Source: an optimization exercise on an open RTL-to-GDS flow (aim: small area and a short achievable clock period). Production flows keep margins and buffers that such runs may drop. RTL that was checked went through simulation tests only; none was proved equivalent to the original. Power and IR drop assume default switching activity.

==> flow/design.v <==
package pipe_trace_pkg;
    localparam logic [1:0] ST_IDLE_ENC      = 2'd0;
    localparam logic [1:0] ST_ARMED_ENC     = 2'd1;
    localparam logic [1:0] ST_TRIGGERED_ENC = 2'd2;
    localparam logic [1:0] ST_DONE_ENC      = 2'd3;
    typedef enum logic [1:0] {
        ST_IDLE      = ST_IDLE_ENC,
        ST_ARMED     = ST_ARMED_ENC,
        ST_TRIGGERED = ST_TRIGGERED_ENC,
        ST_DONE      = ST_DONE_ENC
    } pipe_trace_state_e;
endpackage
module trace_ram #(
    parameter int DEPTH  = 16,
    parameter int W      = 160,
    parameter int NSEL   = 12,
    parameter int SEL_LO = 3
) (
    input  logic              clk,
    input  logic              shift_i,
    input  logic [W-1:0]      wdata_i,
    input  logic [NSEL-1:0]   sel_i,
    output logic [W-1:0]      rdata_o
);
    logic [DEPTH-1:0][W-1:0] rows_q;
    logic [W-1:0]            out_q, out_d;
    localparam int NGRP = (NSEL + 2) / 3;
    logic [NGRP-1:0][W-1:0] grp;
    always_comb begin
        for (int g = 0; g < NGRP; g++) begin
            grp[g] = '0;
            for (int j = 0; j < 3; j++) begin
                if (3*g + j < NSEL) begin
                    grp[g] = grp[g] | ({W{sel_i[3*g+j]}} & rows_q[SEL_LO+3*g+j]);
                end
            end
        end
        out_d = {W{~shift_i}} & out_q;
        for (int g = 0; g < NGRP; g++) begin
            out_d = out_d | ({W{shift_i}} & grp[g]);
        end
    end
    always_ff @(posedge clk) begin
        if (shift_i) begin
            rows_q <= {rows_q[DEPTH-2:0], wdata_i};
        end
    end
    always_ff @(posedge clk) begin
        out_q <= out_d;
    end
    assign rdata_o = out_q;
endmodule
module pipe_trace_buffer #(
    parameter int NUM_CH    = 4,
    parameter int CH_W      = 32,
    parameter int PC_W      = 32,
    parameter int DEPTH     = 16,
    parameter int POST_TRIG = 4,
    parameter int TS_W      = 16
) (
    input  logic                       clk,
    input  logic                       rst_n,
    input  logic                       sample_en,
    input  logic [PC_W-1:0]            pc_in,
    input  logic [NUM_CH*CH_W-1:0]     ch_in,
    input  logic                       arm,
    input  logic                       trig_en,
    input  logic [PC_W-1:0]            trig_pc,
    output logic [1:0]                 state,
    output logic                       wrapped,
    output logic [$clog2(DEPTH+1)-1:0] count,
    output logic                       rd_valid,
    input  logic                       rd_ready,
    output logic [PC_W-1:0]            rd_pc,
    output logic [NUM_CH*CH_W-1:0]     rd_data
);
    localparam int CNT_W   = $clog2(DEPTH+1);
    localparam int DATA_W  = NUM_CH*CH_W;
    localparam int ENTRY_W = PC_W + DATA_W;
    localparam int NSEL    = DEPTH - POST_TRIG;
    localparam int SEL_LO  = POST_TRIG - 1;
    localparam int POST_W  = (POST_TRIG > 1) ? $clog2(POST_TRIG) : 1;
    if ((DEPTH < 2) || ((DEPTH & (DEPTH - 1)) != 0) || (TS_W < 1)
        || (POST_TRIG < 1) || (POST_TRIG > DEPTH - 1)) begin : g_bad_params
        $error("pipe_trace_buffer: invalid DEPTH/POST_TRIG/TS_W");
    end
    pipe_trace_pkg::pipe_trace_state_e  state_q, state_d;
    logic [CNT_W-1:0]   count_q, count_d;
    logic               wrapped_q, wrapped_d;
    logic [POST_W-1:0]  post_q, post_d;
    logic               rd_valid_q, rd_valid_d;
    logic [NSEL-1:0]    sel_q, sel_d, sel_same, sel_inc;
    logic               done_q;
    logic               nd_q, nd_d;      
    logic               at_q, at_d;      
    logic               last_w;
    logic               writing;
    logic               shift;
    logic               trig_hit;
    logic [ENTRY_W-1:0] rdata;
    assign done_q   = !nd_q;
    assign writing  = sample_en && at_q;
    assign nd_d     = (state_d != pipe_trace_pkg::ST_DONE);
    assign at_d     = (state_d == pipe_trace_pkg::ST_ARMED)
                   || (state_d == pipe_trace_pkg::ST_TRIGGERED);
    assign trig_hit = trig_en && (pc_in == trig_pc);
    assign shift    = (rd_valid_q && rd_ready) || (!done_q && sample_en);
    always_comb begin
        if (state_q != pipe_trace_pkg::ST_TRIGGERED) begin
            post_d = POST_W'(POST_TRIG - 1);
        end else if (sample_en) begin
            post_d = post_q - POST_W'(1);
        end else begin
            post_d = post_q;
        end
    end
    always_comb begin
        state_d    = state_q;
        count_d    = count_q;
        wrapped_d  = wrapped_q;
        rd_valid_d = rd_valid_q;
        if (arm) begin
            state_d    = pipe_trace_pkg::ST_ARMED;
            count_d    = '0;
            wrapped_d  = 1'b0;
            rd_valid_d = 1'b0;
        end else begin
            if (writing) begin
                if (count_q == CNT_W'(DEPTH)) begin
                    wrapped_d = 1'b1;
                end else begin
                    count_d = count_q + CNT_W'(1);
                end
            end
            unique case (state_q)
                pipe_trace_pkg::ST_IDLE: ;
                pipe_trace_pkg::ST_ARMED: begin
                    if (sample_en && trig_hit) begin
                        state_d = pipe_trace_pkg::ST_TRIGGERED;
                    end
                end
                pipe_trace_pkg::ST_TRIGGERED: begin
                    if (sample_en && (post_q == '0)) begin
                        state_d    = pipe_trace_pkg::ST_DONE;
                        rd_valid_d = 1'b1;
                    end
                end
                pipe_trace_pkg::ST_DONE: begin
                    if (rd_valid_q && rd_ready) begin
                        count_d    = count_q - CNT_W'(1);
                        rd_valid_d = (count_q != CNT_W'(1));
                    end
                end
                default: ;
            endcase
        end
    end
    always_comb begin
        for (int k = 0; k < NSEL; k++) begin
            if (k == NSEL - 1) begin
                sel_same[k] = (count_q >= CNT_W'(DEPTH - 1));
                sel_inc[k]  = (count_q >= CNT_W'(DEPTH - 2));
            end else begin
                sel_same[k] = (count_q == CNT_W'(SEL_LO + 1 + k));
                sel_inc[k]  = (count_q == CNT_W'(SEL_LO + k));
            end
        end
        if (arm) begin
            sel_d = '0;
        end else if (writing) begin
            sel_d = sel_inc;
        end else begin
            sel_d = sel_same;
        end
    end
    always_ff @(posedge clk or negedge rst_n) begin
        if (!rst_n) begin
            state_q    <= pipe_trace_pkg::ST_IDLE;
            count_q    <= '0;
            wrapped_q  <= 1'b0;
            post_q     <= '0;
            rd_valid_q <= 1'b0;
            nd_q       <= 1'b1;
            at_q       <= 1'b0;
        end else begin
            state_q    <= state_d;
            count_q    <= count_d;
            wrapped_q  <= wrapped_d;
            post_q     <= post_d;
            rd_valid_q <= rd_valid_d;
            nd_q       <= nd_d;
            at_q       <= at_d;
        end
    end
    assign last_w = (state_q == pipe_trace_pkg::ST_TRIGGERED) && (post_q == '0) && sample_en;
    always_ff @(posedge clk) begin
        if (!done_q && !last_w) begin
            sel_q <= sel_d;
        end
    end
    trace_ram #(
        .DEPTH (DEPTH),
        .W     (ENTRY_W),
        .NSEL  (NSEL),
        .SEL_LO(SEL_LO)
    ) u_ram (
        .clk     (clk),
        .shift_i (shift),
        .wdata_i ({pc_in, ch_in}),
        .sel_i   (sel_q),
        .rdata_o (rdata)
    );
    assign state    = state_q;
    assign wrapped  = wrapped_q;
    assign count    = count_q;
    assign rd_valid = rd_valid_q;
    assign rd_pc    = rdata[DATA_W +: PC_W];
    assign rd_data  = rdata[DATA_W-1:0];
endmodule
==> flow/config.mk <==
export PLATFORM = sky130hd
export DESIGN_NAME = pipe_trace_buffer
export DESIGN_NICKNAME = pipe_trace_buffer
export VERILOG_FILES = /design/flow/design.v
export SDC_FILE = /design/flow/constraint.sdc
export NUM_CORES = 4
export LEC_CHECK = 0
export CAP_MARGIN = 20
export CORE_MARGIN = 2
export CORE_UTILIZATION = 55
export CTS_CLUSTER_DIAMETER = 100
export CTS_CLUSTER_SIZE = 30
export SETUP_SLACK_MARGIN = 2.45
export SLEW_MARGIN = 20
==> flow/constraint.sdc <==
create_clock -name core_clock -period 4.6 [get_ports {clk}]
set_input_delay 0.9200 -clock core_clock [delete_from_list [all_inputs] [get_ports {clk}]]
set_output_delay 0.9200 -clock core_clock [all_outputs]
set_load 0.01 [all_outputs]
standard.sh (not shown) runs the stock make flow with config.mk's settings and CLKGATE_MAP_FILE= SYNTH_SCRIPT=/design/flow/synth_recipe.tcl, a recipe that flattens the netlist after the stock synthesis.
==> flow/flow/run.sh <==
#!/bin/bash
# Layout flow: the standard ORFS flow (standard.sh, unchanged synthesis,
# floorplan, power grid, placement, CTS and routing), except that the
# buffers buffer_ports puts on every input and output port are plain
# sky130_fd_sc_hd__buf_2 cells instead of the cell it picks by default (a
# clock delay buffer). Timing repair resizes them afterwards as usual.
# make's full output goes to standard_sh.log; each ORFS step keeps its own
# log under orfs/logs/.
set -euo pipefail
cd "$(dirname "$0")/.."
export BUFFER_PORTS_ARGS="-buffer_cell sky130_fd_sc_hd__buf_2"
bash standard.sh finish > standard_sh.log 2>&1
Rerun with:
Settings changed: CORE_UTILIZATION 55 to 65, SETUP_SLACK_MARGIN 2.45 to 2.38.
Effect: The changed run finished clean; area after synthesis does not change; cell count decreases by 6.1%; wire length falls by 3.6%; synthesized cell count does not change; design area came out lower by 1.4%; power falls by 0.47%.

Setup of run 1:
Another version of the RTL of pipe_trace_buffer (not shown whole).
Size: roughly 4900 cells after synthesis, roughly 2600 flip-flops, ~89000 um2 of cells after synthesis.
==> flow/config.mk <==
export PLATFORM = sky130hd
export DESIGN_NAME = pipe_trace_buffer
export DESIGN_NICKNAME = pipe_trace_buffer
export VERILOG_FILES = /design/flow/design.v
export SDC_FILE = /design/flow/constraint.sdc
export NUM_CORES = 4
export LEC_CHECK = 0
export CAP_MARGIN = 20
export CORE_MARGIN = 2
export CORE_UTILIZATION = 55
export CTS_CLUSTER_DIAMETER = 100
export CTS_CLUSTER_SIZE = 30
export SETUP_SLACK_MARGIN = 2.38
export SLEW_MARGIN = 20
==> flow/constraint.sdc <==
create_clock -name core_clock -period 4.6 [get_ports {clk}]
set_input_delay 0.9200 -clock core_clock [delete_from_list [all_inputs] [get_ports {clk}]]
set_output_delay 0.9200 -clock core_clock [all_outputs]
set_load 0.01 [all_outputs]
Scripts as last shown in full above: flow/flow/run.sh
In summary, run 1 completed successfully, with a layout that passed the timing, design-rule and antenna checks.
Relative to run 1, the following input files were edited for run 2:
# run 1
export LEC_CHECK = 0
export CAP_MARGIN = 20
export CORE_MARGIN = 2
export CORE_UTILIZATION = 55
export CTS_CLUSTER_DIAMETER = 100
export CTS_CLUSTER_SIZE = 30
export SETUP_SLACK_MARGIN = 2.38
export SLEW_MARGIN = 20
create_clock -name core_clock -period 4.6 [get_ports {clk}]
# run 2
export LEC_CHECK = 0
export CAP_MARGIN = 20
export CORE_MARGIN = 2
export CORE_UTILIZATION = 55
export CTS_CLUSTER_DIAMETER = 100
export CTS_CLUSTER_SIZE = 30
export SETUP_SLACK_MARGIN = 2.35
export SLEW_MARGIN = 20
create_clock -name core_clock -period 4.6 [get_ports {clk}]
Notes after the runs:
Run 2 vs. run 1: final area shrank by 0.58%; leakage power summed over all cells dropped 0.19 nW; logic gate share of total power did not really move; sequential power essentially unchanged; adder-cell share of the synthesized area neither gained nor lost much.
Comparing run 1 and run 2, the lower final critical-path required period is on run 1.
Share of the cycle needed by the critical path after routing: run 2 > run 1
Arrival time of the worst setup path: run 2 vs run 1 — no meaningful difference
Run 2 vs run 1 — detailed-route wire length on metal 1 dropped 640 um.
Worst-case headroom to the max-slew limit, run 1 and run 2: lower on run 2
The inputs of run 3 differ from those of run 2 as listed below.
# run 2
export LEC_CHECK = 0
export CAP_MARGIN = 20
export CORE_MARGIN = 2
export CORE_UTILIZATION = 55
export CTS_CLUSTER_DIAMETER = 100
export CTS_CLUSTER_SIZE = 30
export SETUP_SLACK_MARGIN = 2.35
export SLEW_MARGIN = 20
create_clock -name core_clock -period 4.6 [get_ports {clk}]
# run 3
export LEC_CHECK = 0
export CAP_MARGIN = 20
export CORE_MARGIN = 2
export CORE_UTILIZATION = 55
export CTS_CLUSTER_DIAMETER = 100
export CTS_CLUSTER_SIZE = 30
export SETUP_SLACK_MARGIN = 2.4
export SLEW_MARGIN = 20
create_clock -name core_clock -period 4.6 [get_ports {clk}]
Findings:
Sort run 2 and run 3 by area share of buffers outside the clock network desc -> top: run 3
Delta (run 3 minus run 2): met2 global-route usage rose by 0.34 points, worst-case reg-to-reg path depth climbed 4, via count +0.49%.
As far as fraction of power spent switching nets is concerned, run 3 and run 2 perform about the same.
On detailed-route vias per instance, run 2 and run 3 are neck and neck.
No functional check of the RTL was part of any run of this note.

static timing again, ports no longer ideal:
In the flow no input, the clock included, has a driving cell. The finished layouts below were timed again as built, in two steps. Step 1, drivers: a clkbuf_16 drives clk and a buf_2 each remaining input, both assumed. Step 2 adds t to the input delays and takes it off the output delays; t is the mean of the earliest and latest rising clock arrival at the registers after step 1. Input paths then give back, and output paths get back, about the clock's delay inside the block. Three values: ideal, step 1, step 2; two values: the first two.
run	shift t [ns]	setup slack, ns	worst setup path after step 2	latest minus earliest clock arrival (ns)	worst data-port slew with drivers (ns)
the first run of note 1	0.822	2.371 / 2.291 / 1.748	input to register	0.040 / 0.039	0.13
the second run of note 1	0.817	2.368 / 2.287 / 2.025	input to register	0.041 / 0.041	0.09
run 1	0.819	2.332 / 2.252 / 1.789	input to register	0.045 / 0.045	0.23
run 2	0.818	2.322 / 2.240 / 1.801	input to register	0.045 / 0.046	0.23
run 3	0.820	2.331 / 2.250 / 1.800	input to register	0.050 / 0.050	0.20
After both steps every run listed still meets setup and hold. The setup slack of the first run of note 1, which loses most, moves by -0.080 ns with the drivers and by -0.623 ns with both steps.
